What follows belongs to an exercise in optimizing a design on an open flow for small area; a production flow would make more cautious choices.
Function was checked by simulation only, so behaviour that the tests miss may differ from the original.
Power is estimated from default activity; no workload was simulated.

`flow/constraint.sdc`:
```
create_clock -name core_clock -period 10.0 [get_ports {spi_clk}]
set_input_delay 2.0000 -clock core_clock [delete_from_list [all_inputs] [get_ports {spi_clk}]]
set_output_delay 2.0000 -clock core_clock [all_outputs]
set_load 0.01 [all_outputs]
```
`flow/config.mk`:
```
export PLATFORM = sky130hd
export DESIGN_NAME = spi_mem_bridge
export DESIGN_NICKNAME = spi_mem_bridge
export VERILOG_FILES = /design/flow/design.v
export SDC_FILE = /design/flow/constraint.sdc
export NUM_CORES = 4
export LEC_CHECK = 0
export CAP_MARGIN = 20
export CORE_MARGIN = 2
export CORE_UTILIZATION = 30
export SLEW_MARGIN = 20
```
`flow/design.v`:
```
package spi_bridge_pkg;
   typedef struct packed {
      logic                 cmd_en;
      logic                 cmd_write;    
      logic                 rd_en;
      logic                 wr_en;
      logic [32-1:0]   byte_addr;
      logic [32-1:0]   wr_data;
   } mem_cmd_t;
   typedef struct packed {
      logic [6-1:0] count;
      logic                   ovf_unf;    
      logic                   error;
   } port_stat_t;
   typedef struct packed {
      port_stat_t           wr;
      port_stat_t           rd;
      logic                 wr_empty;
      logic                 wr_full;
      logic                 rd_empty;
      logic                 rd_full;
      logic [32-1:0]   rd_data;      
   } mem_stat_t;
   typedef struct packed {
      logic [11:0]          reserved_hi;
      logic                 rd_error;
      logic                 rd_overflow;
      logic                 rd_full;
      logic                 rd_empty;
      logic                 wr_error;
      logic                 wr_underrun;
      logic                 wr_full;
      logic                 wr_empty;
      logic [3:0]           reserved_lo;   
      logic [8-1:0]   ctrl_echo;
   } status_fields_t;
   typedef union packed {
      logic [32-1:0]   bits;
      status_fields_t       fields;
   } status_word_u;
endpackage
`timescale 1ns/1ps
module spi_byte_shifter (
   input  logic                spi_clk,
   input  logic                spi_ss,
   input  logic                spi_mosi,
   output logic                spi_miso,
   output logic                byte_done,
   output logic [8-1:0]  rx_byte,
   input  logic                tx_load,
   input  logic [8-1:0]  tx_byte
);
   logic [2:0]          bit_ctr;
   logic [8-1:0]  rx_shift;
   logic [8-1:0]  tx_shift;
   assign byte_done = (bit_ctr == 3'd7);
   assign rx_byte   = {rx_shift[8-2:0], spi_mosi};
   always_ff @(posedge spi_clk or posedge spi_ss) begin
      if (spi_ss) begin
         bit_ctr  <= '0;
         tx_shift <= '0;
      end else begin
         bit_ctr <= bit_ctr + 3'd1;
         if (tx_load)
            tx_shift <= tx_byte;                              
         else
            tx_shift <= {tx_shift[8-2:0], 1'b0};
      end
   end
   always_ff @(posedge spi_clk) begin
      rx_shift <= rx_byte;
   end
   always_ff @(negedge spi_clk or posedge spi_ss) begin
      if (spi_ss)
         spi_miso <= 1'b0;
      else
         spi_miso <= tx_shift[8-1];
   end
endmodule
`timescale 1ns/1ps
import spi_bridge_pkg::*;
module spi_cmd_fsm
(
   input  logic                          spi_clk,
   input  logic                          spi_ss,
   input  logic                          byte_done,
   input  logic [8-1:0]            rx_byte,
   output logic                          tx_load,
   output logic [8-1:0]            tx_byte,
   output spi_bridge_pkg::mem_cmd_t mem_req,
   input  spi_bridge_pkg::mem_stat_t mem_stat,
   output logic                          bit_wr_en,
   output logic [$clog2(16)-1:0]    bit_wr_idx,
   output logic                          bit_wr_val,
   input  logic                          stat_bit
);
   typedef enum logic [2:0] {
      IDLE,
      READ_BIT,
      WRITE_BIT,
      READ_MEM,
      WRITE_MEM
   } fsm_state_t;
   fsm_state_t          state;
   logic [3:0]          mem_ctr;
   logic [1:0]          lane;       
   logic [32-1:0]  mem_addr;
   logic [32-1:0]  wr_word;
   assign lane = ~mem_ctr[1:0];
   always_ff @(posedge spi_clk or posedge spi_ss) begin
      if (spi_ss) begin
         state   <= IDLE;
         mem_ctr <= '0;
      end else if (byte_done) begin
         case (state)
            IDLE: begin
               mem_ctr <= '0;
               case (rx_byte)
                  8'h01:  state <= READ_BIT;
                  8'h02: state <= WRITE_BIT;
                  8'h03:  state <= READ_MEM;
                  8'h04: state <= WRITE_MEM;
                  default:        state <= IDLE;     
               endcase
            end
            READ_BIT, WRITE_BIT: state <= IDLE;
            READ_MEM, WRITE_MEM: begin
               mem_ctr <= mem_ctr + 4'd1;
               if (mem_ctr == 4'd9)
                  state <= IDLE;
            end
            default: state <= IDLE;
         endcase
      end
   end
   always_ff @(posedge spi_clk) begin
      if (byte_done && state == WRITE_MEM) begin
         if (mem_ctr < 4'd4)
            wr_word[lane*8 +: 8] <= rx_byte;    
         else if (mem_ctr < 4'd8)
            mem_addr[lane*8 +: 8] <= rx_byte;   
      end
      if (byte_done && state == READ_MEM && mem_ctr < 4'd4)
         mem_addr[lane*8 +: 8] <= rx_byte;
   end
   always_comb begin
      mem_req.cmd_write = (state == WRITE_MEM);
      mem_req.cmd_en    = byte_done &&
                          ((state == READ_MEM  && mem_ctr == 4'd4) ||
                           (state == WRITE_MEM && mem_ctr == 4'd8));
      mem_req.wr_en     = byte_done && state == WRITE_MEM && mem_ctr == 4'd4;
      mem_req.rd_en     = byte_done && state == READ_MEM && mem_ctr == 4'd9;
      mem_req.byte_addr = mem_addr;
      mem_req.wr_data   = wr_word;
   end
   assign bit_wr_en  = byte_done && (state == WRITE_BIT);
   assign bit_wr_idx = rx_byte[4:1];
   assign bit_wr_val = rx_byte[0];
   always_comb begin
      tx_load = 1'b0;
      tx_byte = '0;
      if (byte_done) begin
         case (state)
            READ_BIT: begin
               tx_load = 1'b1;
               tx_byte = {{(8-1){1'b0}}, stat_bit};
            end
            READ_MEM: begin
               tx_load = (mem_ctr >= 4'd4);    
               case (mem_ctr)
                  4'd4:    tx_byte = 8'hAA;             
                  4'd5:    tx_byte = mem_stat.rd;
                  4'd6:    tx_byte = mem_stat.rd_data[31:24];
                  4'd7:    tx_byte = mem_stat.rd_data[23:16];
                  4'd8:    tx_byte = mem_stat.rd_data[15:8];
                  4'd9:    tx_byte = mem_stat.rd_data[7:0];   
                  default: tx_byte = '0;
               endcase
            end
            WRITE_MEM: begin
               tx_load = 1'b1;
               case (mem_ctr)
                  4'd4, 4'd5, 4'd9: tx_byte = mem_stat.wr;
                  4'd8:             tx_byte = 8'hAA;
                  default:          tx_byte = {{(8-4){1'b0}}, mem_ctr};  
               endcase
            end
            default: begin
               tx_load = 1'b0;
               tx_byte = '0;
            end
         endcase
      end
   end
endmodule
`timescale 1ns/1ps
import spi_bridge_pkg::*;
module ctrl_status_regs
(
   input  logic                          spi_clk,
   input  logic                          spi_ss,
   input  logic                          bit_wr_en,
   input  logic [$clog2(16)-1:0]    bit_wr_idx,
   input  logic                          bit_wr_val,
   input  logic [$clog2(32)-1:0]    bit_rd_idx,
   input  spi_bridge_pkg::mem_stat_t mem_stat,
   output logic                          stat_bit,
   output logic [3-1:0]             leds
);
   logic [16-1:0]  ctrl_bits;
   spi_bridge_pkg::status_word_u status;
   always_ff @(posedge spi_clk or posedge spi_ss) begin
      if (spi_ss)
         ctrl_bits <= '0;
      else if (bit_wr_en)
         ctrl_bits[bit_wr_idx] <= bit_wr_val;
   end
   always_comb begin
      status                    = '0;                     
      status.fields.ctrl_echo   = ctrl_bits[8-1:0];
      status.fields.wr_empty    = mem_stat.wr_empty;
      status.fields.wr_full     = mem_stat.wr_full;
      status.fields.wr_underrun = mem_stat.wr.ovf_unf;
      status.fields.wr_error    = mem_stat.wr.error;
      status.fields.rd_empty    = mem_stat.rd_empty;
      status.fields.rd_full     = mem_stat.rd_full;
      status.fields.rd_overflow = mem_stat.rd.ovf_unf;
      status.fields.rd_error    = mem_stat.rd.error;
   end
   assign stat_bit = status.bits[bit_rd_idx];
   assign leds     = ~ctrl_bits[3-1:0];    
endmodule
`timescale 1ns/1ps
import spi_bridge_pkg::*;
module word_store
(
   input  logic       spi_clk,
   input  logic       spi_ss,
   input  spi_bridge_pkg::mem_cmd_t mem_req,
   output spi_bridge_pkg::mem_stat_t mem_stat
);
   localparam int PTR_W = $clog2(4);
   localparam int IDX_W = $clog2(64);
   localparam logic [6-1:0] FULL_CNT = 4;
   logic [32-1:0]      mem [64];
   logic [32-1:0]      wr_buf [4];
   logic [32-1:0]      rd_buf [4];
   logic [PTR_W-1:0]        wr_head, wr_tail, rd_head, rd_tail;
   logic [6-1:0]  wr_count, rd_count;
   logic                    wr_underrun, wr_error, rd_overflow, rd_error;
   logic [IDX_W-1:0]        word_idx;
   logic                    wr_empty, wr_full, rd_empty, rd_full;
   logic                    wr_push, wr_pop, rd_push, rd_pop;
   assign word_idx = mem_req.byte_addr[IDX_W+1:2];     
   assign wr_empty = (wr_count == '0);
   assign wr_full  = (wr_count == FULL_CNT);
   assign rd_empty = (rd_count == '0);
   assign rd_full  = (rd_count == FULL_CNT);
   assign wr_push = mem_req.wr_en && !wr_full;
   assign wr_pop  = mem_req.cmd_en && mem_req.cmd_write && !wr_empty;
   assign rd_push = mem_req.cmd_en && !mem_req.cmd_write && !rd_full;
   assign rd_pop  = mem_req.rd_en && !rd_empty;
   always_ff @(posedge spi_clk) begin
      if (wr_pop)
         mem[word_idx] <= wr_buf[wr_head];
      if (wr_push)
         wr_buf[wr_tail] <= mem_req.wr_data;
      if (rd_push)
         rd_buf[rd_tail] <= mem[word_idx];
   end
   always_ff @(posedge spi_clk or posedge spi_ss) begin
      if (spi_ss) begin
         wr_head <= '0;
         wr_tail <= '0;
         rd_head <= '0;
         rd_tail <= '0;
         wr_count <= '0;
         rd_count <= '0;
         wr_underrun <= 1'b0;
         wr_error <= 1'b0;
         rd_overflow <= 1'b0;
         rd_error <= 1'b0;
      end else begin
         wr_tail  <= wr_tail + PTR_W'(wr_push);
         wr_head  <= wr_head + PTR_W'(wr_pop);
         rd_tail  <= rd_tail + PTR_W'(rd_push);
         rd_head  <= rd_head + PTR_W'(rd_pop);
         wr_count <= wr_count + 6'(wr_push) - 6'(wr_pop);
         rd_count <= rd_count + 6'(rd_push) - 6'(rd_pop);
         if (mem_req.cmd_en && mem_req.cmd_write && wr_empty) begin
            wr_underrun <= 1'b1;                       
            wr_error    <= 1'b1;
         end
         if (mem_req.wr_en && wr_full)
            wr_error <= 1'b1;
         if (mem_req.cmd_en && !mem_req.cmd_write && rd_full) begin
            rd_overflow <= 1'b1;
            rd_error    <= 1'b1;
         end
         if (mem_req.rd_en && rd_empty)
            rd_error <= 1'b1;
      end
   end
   always_comb begin
      mem_stat.wr       = {wr_count, wr_underrun, wr_error};
      mem_stat.rd       = {rd_count, rd_overflow, rd_error};
      mem_stat.wr_empty = wr_empty;
      mem_stat.wr_full  = wr_full;
      mem_stat.rd_empty = rd_empty;
      mem_stat.rd_full  = rd_full;
      mem_stat.rd_data  = rd_buf[rd_head];
   end
endmodule
`timescale 1ns/1ps
import spi_bridge_pkg::*;
module spi_mem_bridge
(
   input  logic               spi_clk,
   input  logic               spi_ss,
   input  logic               spi_mosi,
   output logic               spi_miso,
   output logic [3-1:0]  leds
);
   logic                          byte_done;
   logic [8-1:0]            rx_byte;
   logic                          tx_load;
   logic [8-1:0]            tx_byte;
   spi_bridge_pkg::mem_cmd_t mem_req;
   spi_bridge_pkg::mem_stat_t mem_stat;
   logic                          bit_wr_en;
   logic [$clog2(16)-1:0]    bit_wr_idx;
   logic                          bit_wr_val;
   logic                          stat_bit;
   spi_byte_shifter shifter0 (
      .spi_clk, .spi_ss, .spi_mosi, .spi_miso,
      .byte_done, .rx_byte, .tx_load, .tx_byte
   );
   spi_cmd_fsm fsm0 (
      .spi_clk, .spi_ss, .byte_done, .rx_byte, .tx_load, .tx_byte,
      .mem_req, .mem_stat, .bit_wr_en, .bit_wr_idx, .bit_wr_val, .stat_bit
   );
   ctrl_status_regs regs0 (
      .spi_clk, .spi_ss, .bit_wr_en, .bit_wr_idx, .bit_wr_val,
      .bit_rd_idx (rx_byte[$clog2(32)-1:0]),
      .mem_stat, .stat_bit, .leds
   );
   word_store store0 (.spi_clk, .spi_ss, .mem_req, .mem_stat);
endmodule
```
`flow/run.sh`:
```
#!/bin/bash
# synth_recipe.tcl (not shown) runs the flow's synth.tcl, then flattens the netlist and writes it again
# the make line also repeats each setting of config.mk as NAME=value (left out here)
make -C /OpenROAD-flow-scripts/flow DESIGN_CONFIG=/design/flow/config.mk WORK_HOME=/design/flow/orfs CLKGATE_MAP_FILE= SYNTH_SCRIPT=/design/flow/synth_recipe.tcl finish
```
==> flow_summary.html <==
<table>
<tr><th>Metric</th><th>Value</th></tr>
<tr><th colspan="2">Run status</th></tr>
<tr><td>Result of the run</td><td>finished clean</td></tr>
<tr><th colspan="2">Clock network</th></tr>
<tr><td>TritonCTS clock tree</td><td>yes</td></tr>
<tr><td>Number of buffers inserted by post-CTS setup repair</td><td>0</td></tr>
<tr><td>Total clock buffers created by CTS</td><td>224</td></tr>
<tr><td>Post-cts gate resize count</td><td>0</td></tr>
<tr><td>Clk sinks</td><td>2400</td></tr>
<tr><td>CTS Root Cell</td><td>sky130_fd_sc_hd__clkbuf_16</td></tr>
<tr><td>Clk Latency, worst-skew pair</td><td>870 ps</td></tr>
<tr><td>Number of levels the H-tree was split into</td><td>4</td></tr>
<tr><td>Clock slew at the register clock pins of the worst setup and hold paths</td><td>60 ps</td></tr>
<tr><td>CTS Buffer Depth</td><td>3</td></tr>
<tr><td>Hold buffer count at cts</td><td>0</td></tr>
<tr><th colspan="2">Routing</th></tr>
<tr><td>Drt first pass iters</td><td>6</td></tr>
<tr><td>DRC violations left</td><td>0</td></tr>
<tr><td>Drt initial violations</td><td>7835</td></tr>
<tr><td>Post-DRT Antenna Nets</td><td>0</td></tr>
<tr><td>Via count</td><td>51480</td></tr>
<tr><td>Overall routed net length</td><td>283000 microns</td></tr>
<tr><td>DR vias/cell</td><td>5.451</td></tr>
<tr><td>WL per Instance</td><td>29.97 microns</td></tr>
<tr><th colspan="2">Synth</th></tr>
<tr><td>Most used DFF post-synth</td><td>sky130_fd_sc_hd__edfxtp_1</td></tr>
<tr><td>Proportion of synthesized flip-flops having asynchronous set or reset</td><td>0.02125</td></tr>
<tr><td>Summed instance area of the synthesized netlist</td><td>92990 sq um</td></tr>
<tr><td>Most common library cells after synthesis</td><td>sky130_fd_sc_hd__edfxtp_1, sky130_fd_sc_hd__mux2i_1, sky130_fd_sc_hd__a221oi_1</td></tr>
<tr><td>Synth Register Bits</td><td>2400</td></tr>
<tr><td>Cells after synthesis</td><td>5036</td></tr>
<tr><td>Count of flip-flops with a built-in enable after synthesis</td><td>2336</td></tr>
<tr><td>Yosys top cell area share</td><td>0.7544</td></tr>
<tr><td>Net count after synthesis</td><td>5075</td></tr>
<tr><td>Most frequently used cell type in the post-synthesis netlist</td><td>sky130_fd_sc_hd__edfxtp_1</td></tr>
<tr><td>Total of warnings raised by yosys</td><td>4</td></tr>
<tr><td>Number of different library cells in the post-synthesis netlist</td><td>81</td></tr>
<tr><td>Cell accounting for the most synthesized area</td><td>sky130_fd_sc_hd__edfxtp_1</td></tr>
<tr><td>Mean instance size in the synthesized netlist</td><td>18.46 sq um</td></tr>
<tr><td>Sequential-to-total area share from yosys stat</td><td>0.7709</td></tr>
<tr><td>Most area-consuming cells after synthesis</td><td>sky130_fd_sc_hd__edfxtp_1, sky130_fd_sc_hd__mux4_2, sky130_fd_sc_hd__mux2i_1</td></tr>
<tr><th colspan="2">Worst setup path</th></tr>
<tr><td>Data required time at the worst endpoint</td><td>8000 ps</td></tr>
<tr><td>Number of buffers and inverters on the critical path</td><td>1</td></tr>
<tr><td>Start point of the critical path</td><td>shifter0.spi_miso</td></tr>
<tr><td>Reg-to-reg setup timing slack</td><td>4380 ps</td></tr>
<tr><td>Family with the most delay on the worst path</td><td>buffers and inverters</td></tr>
<tr><td>Number of cell instances on the worst register-to-register path</td><td>0</td></tr>
<tr><td>Delay of the slowest cell on the worst path</td><td>530 ps</td></tr>
<tr><td>Reg2reg start</td><td>shifter0.tx_shift[7]</td></tr>
<tr><td>Data arrival time of the worst path</td><td>6690 ps</td></tr>
<tr><td>Setup crit start kind</td><td>register</td></tr>
<tr><td>Highest-delay cell along the critical path</td><td>sky130_fd_sc_hd__clkdlybuf4s50_1</td></tr>
<tr><td>Capture instance of the worst register-to-register path</td><td>shifter0.spi_miso</td></tr>
<tr><td>Type of the worst setup path</td><td>reg2out</td></tr>
<tr><td>Cell-by-cell trace of the critical path</td><td>clkdlybuf4s50_1</td></tr>
<tr><td>Worst-path maximum fanout</td><td>1</td></tr>
<tr><td>Capture point of the worst path</td><td>spi_miso</td></tr>
<tr><td>Endpoint type of the worst setup path</td><td>output port</td></tr>
<tr><td>Total stage count of the critical path</td><td>1</td></tr>
<tr><th colspan="2">Placement</th></tr>
<tr><td>Placement Cell Area</td><td>98760 sq um</td></tr>
<tr><td>Weighted congestion at the end of routability-driven global placement</td><td>0.9087</td></tr>
<tr><td>DPL Wire Length</td><td>155900 microns</td></tr>
<tr><td>Placed cell count</td><td>9019</td></tr>
<tr><td>Worst slack after detailed placement</td><td>2075 ps</td></tr>
<tr><td>Count of buffers inserted at the top-level ports</td><td>6</td></tr>
<tr><th colspan="2">Timing</th></tr>
<tr><td>Max-slew violation total from the final report</td><td>0</td></tr>
<tr><td>Number of setup violations in the final report</td><td>0</td></tr>
<tr><td>Setup repair after global routing missed its margin</td><td>false</td></tr>
<tr><td>Actual transition at the worst max-transition pin</td><td>1234 ps</td></tr>
<tr><td>Max-Slew Margin vs Limit</td><td>0.1686</td></tr>
<tr><td>Clock Skew</td><td>100.2 ps</td></tr>
<tr><td>Fin. Hold Viols</td><td>0</td></tr>
<tr><td>Setup slack of the critical path after layout</td><td>1309 ps</td></tr>
<tr><td>Post-Route Setup TNS</td><td>0 ps</td></tr>
<tr><th colspan="2">Global route</th></tr>
<tr><td>Global-route wire length before repair</td><td>391600 microns</td></tr>
<tr><td>Vias in the first global route</td><td>49070</td></tr>
<tr><td>Number of antenna violations at the first check in global routing</td><td>20</td></tr>
<tr><td>Total gr overflow</td><td>0</td></tr>
<tr><td>Total track usage</td><td>0.1741</td></tr>
<tr><td>Maximum number of pins on one net before global-route repair</td><td>99</td></tr>
<tr><th colspan="2">Die</th></tr>
<tr><td>Core area</td><td>308600 sq um</td></tr>
<tr><td>Number of cell rows</td><td>204</td></tr>
<tr><td>Boundary pin count</td><td>7</td></tr>
<tr><td>Die Span X</td><td>560.7 microns</td></tr>
<tr><td>Starting Density</td><td>0.3013</td></tr>
<tr><td>Area of the die</td><td>314400 sq um</td></tr>
<tr><td>Chip Height</td><td>560.7 microns</td></tr>
<tr><th colspan="2">Cells and area</th></tr>
<tr><td>Area growth from synthesis to layout</td><td>14.07%</td></tr>
<tr><td>Post-layout nets</td><td>5166</td></tr>
<tr><td>Fillers</td><td>28690</td></tr>
<tr><td>Design Area, Final</td><td>106100 sq um</td></tr>
<tr><td>Filler-free cell count of the finished design</td><td>9443</td></tr>
<tr><td>Fraction of final layout cells sized beyond drive strength 1</td><td>0.1836</td></tr>
<tr><th colspan="2">Power</th></tr>
<tr><td>Maximum vdd ir drop</td><td>0.1640 mV</td></tr>
<tr><td>Power density over cell area</td><td>182.6 nW/um^2</td></tr>
<tr><td>Static leakage</td><td>29.71 nW</td></tr>
<tr><th colspan="2">Worst hold path</th></tr>
<tr><td>Min-Delay Path Class</td><td>reg2reg</td></tr>
<tr><th colspan="2">Job</th></tr>
<tr><td>Total of max-cap violations</td><td>0</td></tr>
</table>
-- kinds of logic after synthesis --
logic type / after synthesis / share of synthesized area
buffers and inverters: 395 / 0.02083
AO/OA/AOI/OAI: 1047 / 0.08080
multiplexers: 597 / 0.09532
XOR/XNOR: 12 / 0.001130
flip-flops: 2400 / 0.7709
AND/OR/NAND/NOR: 549 / 0.02601
adder cells (fa/ha/maj): 36 / 0.005006
-- final cells by class --
cell class / count / area, sq um / share of cell area
multi-input combinational: 2241 / 19990 / 0.1884
clock inverter: 148 / 1479 / 0.01394
clock buffer: 266 / 5784 / 0.05453
sequential: 2400 / 71700 / 0.6760
timing repair buffer: 199 / 1704 / 0.01607
tap: 4120 / 5155 / 0.04860
antenna: 8 / 20.02 / 0.0001887
inverter: 61 / 239.0 / 0.002253
-- metal layers --
metal / GRT usage / up-vias / routed length [microns]
li1: - / 20890 / -
met1: 0.2358 / 27070 / 111200
met2: 0.2660 / 3013 / 127500
met3: 0.04935 / 493 / 33030
met4: 0.06277 / 8 / 11260
met5: 0 / - / 65
-- sequential cells by signal, summed over array words and instances (netlist names), 3 cells and up --
signal and cells:
store0.rd_count 6, store0.wr_buf 128, regs0.ctrl_bits 8, store0.rd_buf 128, fsm0.state 3, store0.mem 2048
shifter0.tx_shift 8, fsm0.mem_ctr 4, store0.wr_count 6, fsm0.mem_addr 6, shifter0.bit_ctr 3, fsm0.wr_word 32
shifter0.rx_shift 7
-- cells in the final DEF (no fill, tap or decap), types with 141 or more instances in the layout --
master                      Yosys  routed
sky130_fd_sc_hd__clkbuf_16      0     225
sky130_fd_sc_hd__a21oi_1      157     157
sky130_fd_sc_hd__mux4_2       216     216
sky130_fd_sc_hd__o21ai_0      172     168
sky130_fd_sc_hd__nor2_1       224     154
sky130_fd_sc_hd__buf_4         33     177
sky130_fd_sc_hd__mux2i_1      236     236
sky130_fd_sc_hd__a221oi_1     229     229
sky130_fd_sc_hd__edfxtp_1    2336    2336
sky130_fd_sc_hd__nand2_1      178     178
sky130_fd_sc_hd__mux2_2       141     141
-- power breakdown --
group          internal [W]  switching [W]  leakage (nW)
clock network       0.00466        0.00382          3.52
logic            0.00000710      0.0000124          6.75
registers            0.0109     0.00000766          19.4
-- per-stage QoR --
stage / hold WS (ps) / utilization / total power, W
5_1_grt: 441.7 / 0.3437 / 0.01985
6_report: 425.3 / 0.3437 / 0.01937
2_1_floorplan: 362.8 / - / 0.01109
4_1_cts: 430.2 / 0.3436 / 0.01947
3_3_place_gp: 415.7 / 0.3199 / 0.01110
3_5_place_dp: 416.5 / 0.3200 / 0.01110
-- worst min-delay path by stage --
stage	startpoint	endpoint	slack (ps)	cells past startpoint
floorplan	shifter0.rx_shift[3]	shifter0.rx_shift[4]	360	0
global placement	shifter0.bit_ctr[0]	shifter0.bit_ctr[0]	420	1
detailed placement	shifter0.bit_ctr[0]	shifter0.bit_ctr[0]	420	1
CTS	shifter0.bit_ctr[0]	shifter0.bit_ctr[0]	430	1
global route	shifter0.bit_ctr[0]	shifter0.bit_ctr[0]	440	1
finish	shifter0.bit_ctr[0]	shifter0.bit_ctr[0]	430	1
